Background: an optimization exercise with open tools, aiming at small area. Do not read the settings as production practice. Only simulation tests tie the RTL to the original design; equivalence was not proved. Power and IR drop assume default switching activity.

## oak
==> flow/design.v (excerpt) <==
module aes_word_enc_core
(
   input  logic         clk,
   input  logic         reset,
   input  logic         start,
   input  logic         selEncDec,
   input  logic [127:0] key_in,
   input  logic [31:0]  data_in,
   output logic [31:0]  data_out,
   output logic [6:0]   signals
);
For scale: roughly 2,100 cells after synthesis, roughly 15,000 sq um of cells after synthesis.
export LEC_CHECK = 0
export CAP_MARGIN = 20
export CORE_MARGIN = 2
export CORE_UTILIZATION = 65
export SLEW_MARGIN = 20
create_clock -name core_clock -period 25.0 [get_ports {clk}]
standard.sh (not shown) runs the stock make flow with config.mk's settings and CLKGATE_MAP_FILE= SYNTH_SCRIPT=/design/flow/synth_recipe.tcl, a recipe that flattens the netlist after the stock synthesis.
==> flow/flow/run.sh <==
#!/bin/bash
# Own flow: the standard layout (standard.sh), except that synthesis runs own_synth.tcl,
# which is synth_recipe.tcl with Yosys's abc pass given abc_area.script, and the port buffers are
# the smallest buffer cell. Registers, their names
# and cell types are those of the standard synthesis (ABC maps only the combinational logic).
# Each step's full output goes to a log file of its own in the work folder.
set -euo pipefail
W=$PWD
bash standard.sh SYNTH_SCRIPT="$W/flow/own_synth.tcl" synth > "$W/own_synth.log" 2>&1
# Ports are buffered as in the standard flow, with the smallest buffer instead of ORFS's pick.
# Clock tree: bigger sink clusters and no dummy loads, to use fewer clock buffers.
bash standard.sh BUFFER_PORTS_ARGS="-buffer_cell sky130_fd_sc_hd__buf_1" \
   CTS_ARGS="$(cat "$W/flow/cts_args")" finish > "$W/own_layout.log" 2>&1
==> flow/flow/abc_area.script <==
strash
dc2
strash
dch -f
amap
topo
==> flow/flow/cts_args <==
-sink_clustering_enable -repair_clock_nets -dont_use_dummy_load -buf_list sky130_fd_sc_hd__clkbuf_16 -sink_clustering_size 24 -sink_clustering_max_diameter 200
==> flow/flow/own_synth.tcl <==
set own_abc_script [file join [file dirname [file normalize [info script]]] abc_area.script]
proc synth {args} { yosys synth -nofsm -noshare {*}$args }
proc abc {args} {
  set i [lsearch -exact $args -script]
  if {$i >= 0} { lset args [expr {$i + 1}] $::own_abc_script }
  yosys abc {*}$args
}
unset -nocomplain ::env(ADDER_MAP_FILE)
source $::env(SCRIPTS_DIR)/synth.tcl
# left out here: clear keep_hierarchy, flatten, clean up, hide names made inside functions, write 1_2_yosys.v
Having completed the whole flow, oak delivered a layout that passed the timing, design-rule and antenna checks.
Inputs modified between oak and pine:
==> flow/flow/abc_area.script <==
strash
resub -K 8
dc2
strash
dch -f
amap
topo
- Chip width of oak is on par with pine.
- Top layer reached by signal wires: met5 -> pine, met4 -> oak
- On setup slack, oak beats pine.
- From oak to pine the numbers moved as follows: post-synthesis cell area ~0 delta; final RePlAce weighted congestion +0.012; cell area ~0 delta; first-pass GRT wire length -2.5%.
- Going from oak to pine, cell count was more or less identical; overall power went up 6.6%.
The following lists how birch was set up differently from pine:
==> flow/flow/abc_area.script <==
strash
balance
rewrite
refactor
balance
rewrite
rewrite -z
balance
refactor -z
rewrite -z
balance
dch -f
amap
topo
diff --git a/flow/config.mk b/flow/config.mk
--- a/flow/config.mk
+++ b/flow/config.mk
@@ -6,6 +6,6 @@
 export NUM_CORES = 4
 export LEC_CHECK = 0
-export CAP_MARGIN = 20
+export CAP_MARGIN = 5
 export CORE_MARGIN = 2
-export CORE_UTILIZATION = 65
-export SLEW_MARGIN = 20
+export CORE_UTILIZATION = 40
+export SLEW_MARGIN = 5
### Flow results
- Data-path buffer share of cell area in the final layout: birch lower than pine
- Looking only at synthesized net count, and setting everything else aside, the lower value of birch and pine goes to pine.
- Share of synthesized area occupied by flip-flops and latches, birch and pine: lower on birch
- birch: flow completed, timing, DRC and antenna clean
- [birch] compound-gate portion of the synthesized area fell 0.57 points relative to pine
- Of the two values seen for worst setup path startpoint, r_cnt[3]$_SDFF_PP0_ was produced by pine and r_cnt[2]$_SDFF_PP0_ by birch.
- birch does worse than pine on HPWL after detailed placement.
- The run with more setup slack is pine; birch has less.
- Cmp birch and pine / initial core utilization / higher: pine
- Taking birch as 1.0, pine lands at 0.62 on tap cell instance count.
- Minimum clock period: lower on pine
- Looking at end of the critical path, the r_s3[31]$_DFF_P_ result is from birch; the r_s2[31]$_DFF_P_ one comes from pine.
diff inputs: birch => maple
==> flow/flow/abc_area.script <==
strash
dc2
strash
dch -f
amap
topo
==> flow/flow/cts_args <==
-sink_clustering_enable -repair_clock_nets -dont_use_dummy_load -buf_list sky130_fd_sc_hd__clkbuf_16 -sink_clustering_size 27 -sink_clustering_max_diameter 200
diff --git a/flow/config.mk b/flow/config.mk
--- a/flow/config.mk
+++ b/flow/config.mk
@@ -6,6 +6,6 @@
 export NUM_CORES = 4
 export LEC_CHECK = 0
-export CAP_MARGIN = 5
+export CAP_MARGIN = 20
 export CORE_MARGIN = 2
 export CORE_UTILIZATION = 40
-export SLEW_MARGIN = 5
+export SLEW_MARGIN = 20
Results
- Side by side, xor and xnor fraction of the mapped netlist area turned out lower in maple than in birch.
- On maple: final setup slack of the worst path is 520 ps higher than what birch gave.
- Area fraction in compound gates after synthesis in maple vs birch: up 0.23 points
- From birch to maple the numbers moved as follows: core utilization closely matched the old numbers; power of the clock network decreased by about 3% relative to the old numbers; highest clock frequency the design can meet increased by about 4% relative to the old numbers.
- Per the comparison of maple with birch, die area shows a reduction of 200 sq um, starting density of the core stayed essentially flat.
For cedar, these inputs were changed with respect to maple:
==> flow/flow/run.sh <==
#!/bin/bash
# Own flow: the standard layout (standard.sh) with three area-oriented changes.
#  - Synthesis runs own_synth.tcl: synth_recipe.tcl with Yosys's abc pass given abc_area.script
#    and no adder extraction. Registers, their names and cell types are those of the standard
#    synthesis (ABC maps only the combinational logic).
#  - Ports are buffered as in the standard flow, with the smallest buffer cell.
#  - Clock tree (cts_args): larger sink clusters and no dummy loads, so fewer clock buffers.
# Each step's full output goes to a log file of its own in the work folder.
set -euo pipefail
W=$PWD
bash standard.sh SYNTH_SCRIPT="$W/flow/own_synth.tcl" synth > "$W/own_synth.log" 2>&1
bash standard.sh BUFFER_PORTS_ARGS="-buffer_cell sky130_fd_sc_hd__buf_1" \
   CTS_ARGS="$(cat "$W/flow/cts_args")" finish > "$W/own_layout.log" 2>&1
==> flow/flow/abc_area.script <==
strash
resub -K 8
dc2
strash
dch -f
amap
topo
==> flow/flow/cts_args <==
-sink_clustering_enable -repair_clock_nets -dont_use_dummy_load -buf_list sky130_fd_sc_hd__clkbuf_16 -sink_clustering_size 27 -sink_clustering_max_diameter 100
diff --git a/flow/config.mk b/flow/config.mk
--- a/flow/config.mk
+++ b/flow/config.mk
@@ -8,4 +8,4 @@
 export CAP_MARGIN = 20
 export CORE_MARGIN = 2
-export CORE_UTILIZATION = 40
+export CORE_UTILIZATION = 65
 export SLEW_MARGIN = 20
Findings:
- cedar vs. maple: critical path depth ~0 delta, non-clock buffer count -5, share of cell area taken by flip-flops and latches +0.74 points, area of all placed cells without fillers -330 sq um.
- Hold slack is higher on maple

==> re-timing with driven ports <==
Ports are ideal in the flow. The routed layouts listed here were re-timed in OpenROAD. Step 1 assumes that a clkbuf_16 drives the clock port and a buf_2 every other input. Step 2 also shifts input and output timing later by t, the mid clock arrival at the registers, as if the neighbouring blocks saw the same clock. Slacks: no drivers / after step 1 / after step 2; pairs: no drivers / after step 1.
run	shift t [ns]	setup slack, ns	slew at the worst register clock pin (ns)	cell pins on the clock port's net
oak	0.560	12.384 / 12.384 / 12.384	0.10 / 0.10	1
pine	0.561	12.365 / 12.365 / 12.365	0.10 / 0.10	1
birch	0.577	12.120 / 12.120 / 12.120	0.11 / 0.11	1
maple	0.557	12.640 / 12.640 / 12.640	0.11 / 0.11	1
cedar	0.554	12.299 / 12.299 / 12.299	0.11 / 0.11	1
After both steps every run listed still meets setup and hold.
